Background: an optimization exercise with open tools, aiming at small area and a short achievable clock period. Do not read the settings as production practice.
In this exercise RTL edits were held to simulation tests only and were not proved equivalent to the original.
No activity file was given, so power comes from the tool's default toggle rates.

## lane 4
// fp32_fma
module fp32_fma (
    input  logic    clk,
    input  logic    rst_n,
    input  logic    in_valid,
    input  fma_pkg::fp32_t   a,
    input  fma_pkg::fp32_t   b,
    input  fma_pkg::fp32_t   c,
    input  fma_pkg::rmode_t  rm,
    output logic    out_valid,
    output fma_pkg::fp32_t   result,
    output fma_pkg::fflags_t flags
);
==> module fma_normalize, before the edit <==
module fma_normalize (
    input  logic        clk,
    input  logic        rst_n,
    input  logic        in_valid,
    input  logic [75:0] mag,
    input  logic [9:0]  lim_hi,
    input  logic [7:0]  lim_lo,
    input  logic        sign,
    input  logic        is_sub,
    input  logic [fma_pkg::SIDE_W-1:0] side_in,
    output logic        out_valid,
    output logic [24:0] frac_q,
    output logic        subnormal_q,
    output logic        sticky_q,
    output logic        zero_q,
    output logic [7:0]  vexp_q,
    output logic        huge_q,
    output logic        e254_q,
    output logic        sign_q,
    output logic [7:0]  side_q
);
    logic [127:0] lzin;
    logic [6:0]   lz;
    always_comb begin
        lzin = '0;
        for (int i = 0; i < 76; i++) lzin[i + 52] = mag[i] | (lim_hi[i >> 3] & lim_lo[i & 7]);
        lzin[51] = 1'b1;
    end
    logic [63:0]  v1;  logic [0:0] c1 [64];
    logic [31:0]  v2;  logic [1:0] c2 [32];
    logic [15:0]  v3;  logic [2:0] c3 [16];
    logic [7:0]   v4;  logic [3:0] c4 [8];
    logic [3:0]   v5;  logic [4:0] c5 [4];
    logic [1:0]   v6;  logic [5:0] c6 [2];
    always_comb begin
        for (int i = 0; i < 64; i++) begin
            v1[i] = lzin[2*i+1] | lzin[2*i];
            c1[i] = !lzin[2*i+1];
        end
        for (int i = 0; i < 32; i++) begin
            v2[i] = v1[2*i+1] | v1[2*i];
            c2[i] = v1[2*i+1] ? {1'b0, c1[2*i+1]} : {1'b1, c1[2*i]};
        end
        for (int i = 0; i < 16; i++) begin
            v3[i] = v2[2*i+1] | v2[2*i];
            c3[i] = v2[2*i+1] ? {1'b0, c2[2*i+1]} : {1'b1, c2[2*i]};
        end
        for (int i = 0; i < 8; i++) begin
            v4[i] = v3[2*i+1] | v3[2*i];
            c4[i] = v3[2*i+1] ? {1'b0, c3[2*i+1]} : {1'b1, c3[2*i]};
        end
        for (int i = 0; i < 4; i++) begin
            v5[i] = v4[2*i+1] | v4[2*i];
            c5[i] = v4[2*i+1] ? {1'b0, c4[2*i+1]} : {1'b1, c4[2*i]};
        end
        for (int i = 0; i < 2; i++) begin
            v6[i] = v5[2*i+1] | v5[2*i];
            c6[i] = v5[2*i+1] ? {1'b0, c5[2*i+1]} : {1'b1, c5[2*i]};
        end
        lz = v6[1] ? {1'b0, c6[1]} : {1'b1, c6[0]};
    end
    logic [127:0] tzin;
    logic [6:0]   tz;
    logic [63:0]  w1;  logic [0:0] d1 [64];
    logic [31:0]  w2;  logic [1:0] d2 [32];
    logic [15:0]  w3;  logic [2:0] d3 [16];
    logic [7:0]   w4;  logic [3:0] d4 [8];
    logic [3:0]   w5;  logic [4:0] d5 [4];
    logic [1:0]   w6;  logic [5:0] d6 [2];
    always_comb begin
        tzin = '0;
        tzin[75:0] = mag;
        tzin[76]   = 1'b1;
        for (int i = 0; i < 64; i++) begin
            w1[i] = tzin[2*i+1] | tzin[2*i];
            d1[i] = !tzin[2*i];
        end
        for (int i = 0; i < 32; i++) begin
            w2[i] = w1[2*i+1] | w1[2*i];
            d2[i] = w1[2*i] ? {1'b0, d1[2*i]} : {1'b1, d1[2*i+1]};
        end
        for (int i = 0; i < 16; i++) begin
            w3[i] = w2[2*i+1] | w2[2*i];
            d3[i] = w2[2*i] ? {1'b0, d2[2*i]} : {1'b1, d2[2*i+1]};
        end
        for (int i = 0; i < 8; i++) begin
            w4[i] = w3[2*i+1] | w3[2*i];
            d4[i] = w3[2*i] ? {1'b0, d3[2*i]} : {1'b1, d3[2*i+1]};
        end
        for (int i = 0; i < 4; i++) begin
            w5[i] = w4[2*i+1] | w4[2*i];
            d5[i] = w4[2*i] ? {1'b0, d4[2*i]} : {1'b1, d4[2*i+1]};
        end
        for (int i = 0; i < 2; i++) begin
            w6[i] = w5[2*i+1] | w5[2*i];
            d6[i] = w5[2*i] ? {1'b0, d5[2*i]} : {1'b1, d5[2*i+1]};
        end
        tz = w6[0] ? {1'b0, d6[0]} : {1'b1, d6[1]};
    end
    logic [7:0] tz_room;
    logic       sticky, zero;
    assign tz_room = 8'd50 - 8'(tz);           
    assign sticky  = !tz_room[7] && tz_room != 8'd0 && 8'(lz) < tz_room;
    assign zero    = tz == 7'd76;
    logic [75:0]        nrm;
    logic [9:0]         e_anchor;
    logic signed [10:0] vexp;
    logic [75:0] ns [8];
    always_comb begin
        ns[0] = mag;
        for (int k = 0; k < 7; k++) begin
            ns[k+1] = lz[6-k] ? (ns[k] << (64 >> k)) : ns[k];
        end
        nrm = ns[7];
    end
    fma_pkg::rmode_t rm;
    assign rm       = side_in[7:5];
    assign e_anchor = side_in[17:8];
    assign vexp     = 11'(e_anchor) - 11'(lz);
    logic signed [10:0] lz_huge, lz_254;
    logic               huge, e254;
    assign lz_huge = 11'(e_anchor) - 11'sd255;    
    assign lz_254  = 11'(e_anchor) - 11'sd254;    
    assign huge    = !lz_huge[10] && (lz_huge[9:7] != 3'b000 || lz_huge[6:0] >= lz);
    assign e254    = !lz_254[10] && lz_254[9:7] == 3'b000 && lz_254[6:0] == lz;
    logic valid_q;
    always_ff @(posedge clk or negedge rst_n) begin
        if (!rst_n) valid_q <= 1'b0;
        else        valid_q <= in_valid;
    end
    assign out_valid = valid_q;
    always_ff @(posedge clk) begin
        frac_q      <= nrm[74:50];
        subnormal_q <= !nrm[75];
        sticky_q    <= sticky;
        zero_q      <= zero;
        vexp_q      <= vexp[7:0];
        huge_q      <= huge;
        e254_q      <= e254;
        sign_q      <= sign;
        side_q      <= {rm == fma_pkg::RM_RNE, rm == fma_pkg::RM_RMM,
                        (rm == fma_pkg::RM_RDN && sign) || (rm == fma_pkg::RM_RUP && !sign),
                        is_sub ? rm == fma_pkg::RM_RDN : side_in[4], side_in[3:0]};
    end
endmodule
clock: 10.5 ns
lec_check: 0
cap_margin: 20
core_margin: 2
core_utilization: 60
cts_buf_list: sky130_fd_sc_hd__clkbuf_4 sky130_fd_sc_hd__clkbuf_8
place_density: 0.72
setup_slack_margin: 5
slew_margin: 20
standard.sh (not shown) runs the stock make flow with config.mk's settings and CLKGATE_MAP_FILE= SYNTH_SCRIPT=/design/flow/synth_recipe.tcl, a recipe that flattens the netlist after the stock synthesis.
==> flow/flow/run.sh <==
#!/bin/bash
set -euo pipefail
bash standard.sh "BUFFER_PORTS_ARGS=-buffer_cell sky130_fd_sc_hd__buf_2" finish > flow_make.log 2>&1
Lane 4 reached the end of the flow, and the finished layout is clean on the timing, design-rule and antenna checks.
## Diff of input files: lane 1 against lane 4
diff --git a/flow/design.v b/flow/design.v
--- a/flow/design.v
+++ b/flow/design.v
@@ -1519,49 +1519,12 @@
         end
         lz = v6[1] ? {1'b0, c6[1]} : {1'b1, c6[0]};
     end
-    logic [127:0] tzin;
-    logic [6:0]   tz;
-    logic [63:0]  w1;  logic [0:0] d1 [64];
-    logic [31:0]  w2;  logic [1:0] d2 [32];
-    logic [15:0]  w3;  logic [2:0] d3 [16];
-    logic [7:0]   w4;  logic [3:0] d4 [8];
-    logic [3:0]   w5;  logic [4:0] d5 [4];
-    logic [1:0]   w6;  logic [5:0] d6 [2];
+    logic sticky, zero;
     always_comb begin
-        tzin = '0;
-        tzin[75:0] = mag;
-        tzin[76]   = 1'b1;
-        for (int i = 0; i < 64; i++) begin
-            w1[i] = tzin[2*i+1] | tzin[2*i];
-            d1[i] = !tzin[2*i];
-        end
-        for (int i = 0; i < 32; i++) begin
-            w2[i] = w1[2*i+1] | w1[2*i];
-            d2[i] = w1[2*i] ? {1'b0, d1[2*i]} : {1'b1, d1[2*i+1]};
-        end
-        for (int i = 0; i < 16; i++) begin
-            w3[i] = w2[2*i+1] | w2[2*i];
-            d3[i] = w2[2*i] ? {1'b0, d2[2*i]} : {1'b1, d2[2*i+1]};
-        end
-        for (int i = 0; i < 8; i++) begin
-            w4[i] = w3[2*i+1] | w3[2*i];
-            d4[i] = w3[2*i] ? {1'b0, d3[2*i]} : {1'b1, d3[2*i+1]};
-        end
-        for (int i = 0; i < 4; i++) begin
-            w5[i] = w4[2*i+1] | w4[2*i];
-            d5[i] = w4[2*i] ? {1'b0, d4[2*i]} : {1'b1, d4[2*i+1]};
-        end
-        for (int i = 0; i < 2; i++) begin
-            w6[i] = w5[2*i+1] | w5[2*i];
-            d6[i] = w5[2*i] ? {1'b0, d5[2*i]} : {1'b1, d5[2*i+1]};
-        end
-        tz = w6[0] ? {1'b0, d6[0]} : {1'b1, d6[1]};
+        sticky = 1'b0;
+        for (int i = 0; i < 50; i++) sticky = sticky | (mag[i] & (lz < 7'(50 - i)));
+        zero = mag == 76'h0;
     end
-    logic [7:0] tz_room;
-    logic       sticky, zero;
-    assign tz_room = 8'd50 - 8'(tz);           
-    assign sticky  = !tz_room[7] && tz_room != 8'd0 && 8'(lz) < tz_room;
-    assign zero    = tz == 7'd76;
     logic [75:0]        nrm;
     logic [9:0]         e_anchor;
     logic signed [10:0] vexp;
## What came out
The overall power consumption in lane 1 sits 0.82 mW below the value recorded for lane 4. The global route total overflow was comparable across lane 4 and lane 1. Looking at portion of the clock cycle consumed by the worst path in the final layout, lane 1 sits above lane 4. Compared to lane 4, lane 1 has met3 routing resource usage after global routing 0.55 points higher. For post-detailed-routing wire length, dividing the value from lane 4 by the value from lane 1 gives 1.09. Run comparison: lane 4 dominant combinational cell family by area after synthesis compound AO/OA/AOI/OAI gates; lane 1 dominant combinational cell family by area after synthesis adder cells. The later-pin clock latency in the skew report of lane 1 and that of lane 4 are within noise of each other. In lane 1 relative to lane 4, count of clock-buffer cells in the layout had gone down slightly. Lane 1: layout inverter count without the clock tree is about 10% lower than what lane 4 reported. Of lane 1 and lane 4, it is lane 1 that has the higher critical path depth. Compared with lane 4, in lane 1 clock period minus worst slack increased 0.026 ns; worst relative slew slack rose by 2.8 points; final worst-path setup slack lost 0.026 ns.

-- afterwards: timing with drivers on the ports --
The flow's constraints put no driver on any port. The routed layouts listed below were extracted and timed again, unchanged, in two steps. Step 1 (the two cells are an assumption about what drives the block):
set clk [get_ports {clk}]
set_driving_cell -lib_cell sky130_fd_sc_hd__clkbuf_16 $clk
set_driving_cell -lib_cell sky130_fd_sc_hd__buf_2 [delete_from_list [all_inputs] $clk]
Step 2 times the ports against the registers' clock, not the clock port: input delays grow and output delays shrink by t, the midpoint of the rising clock arrivals with the driver on. Three values: ideal ports, drivers, drivers and shift; two values: the first two.
run	shift t [ns]	setup slack, ns	clock arrival spread, ns	slew at the worst register clock pin (ns)
lane 4	0.760	5.173 / 5.104 / 4.869	0.065 / 0.064	0.07 / 0.07
lane 1	0.740	5.147 / 5.147 / 5.140	0.058 / 0.059	0.08 / 0.08
After both steps every run listed still meets setup and hold. The setup slack of lane 4, which loses most, moves by -0.069 ns with the drivers and by -0.304 ns with both steps.
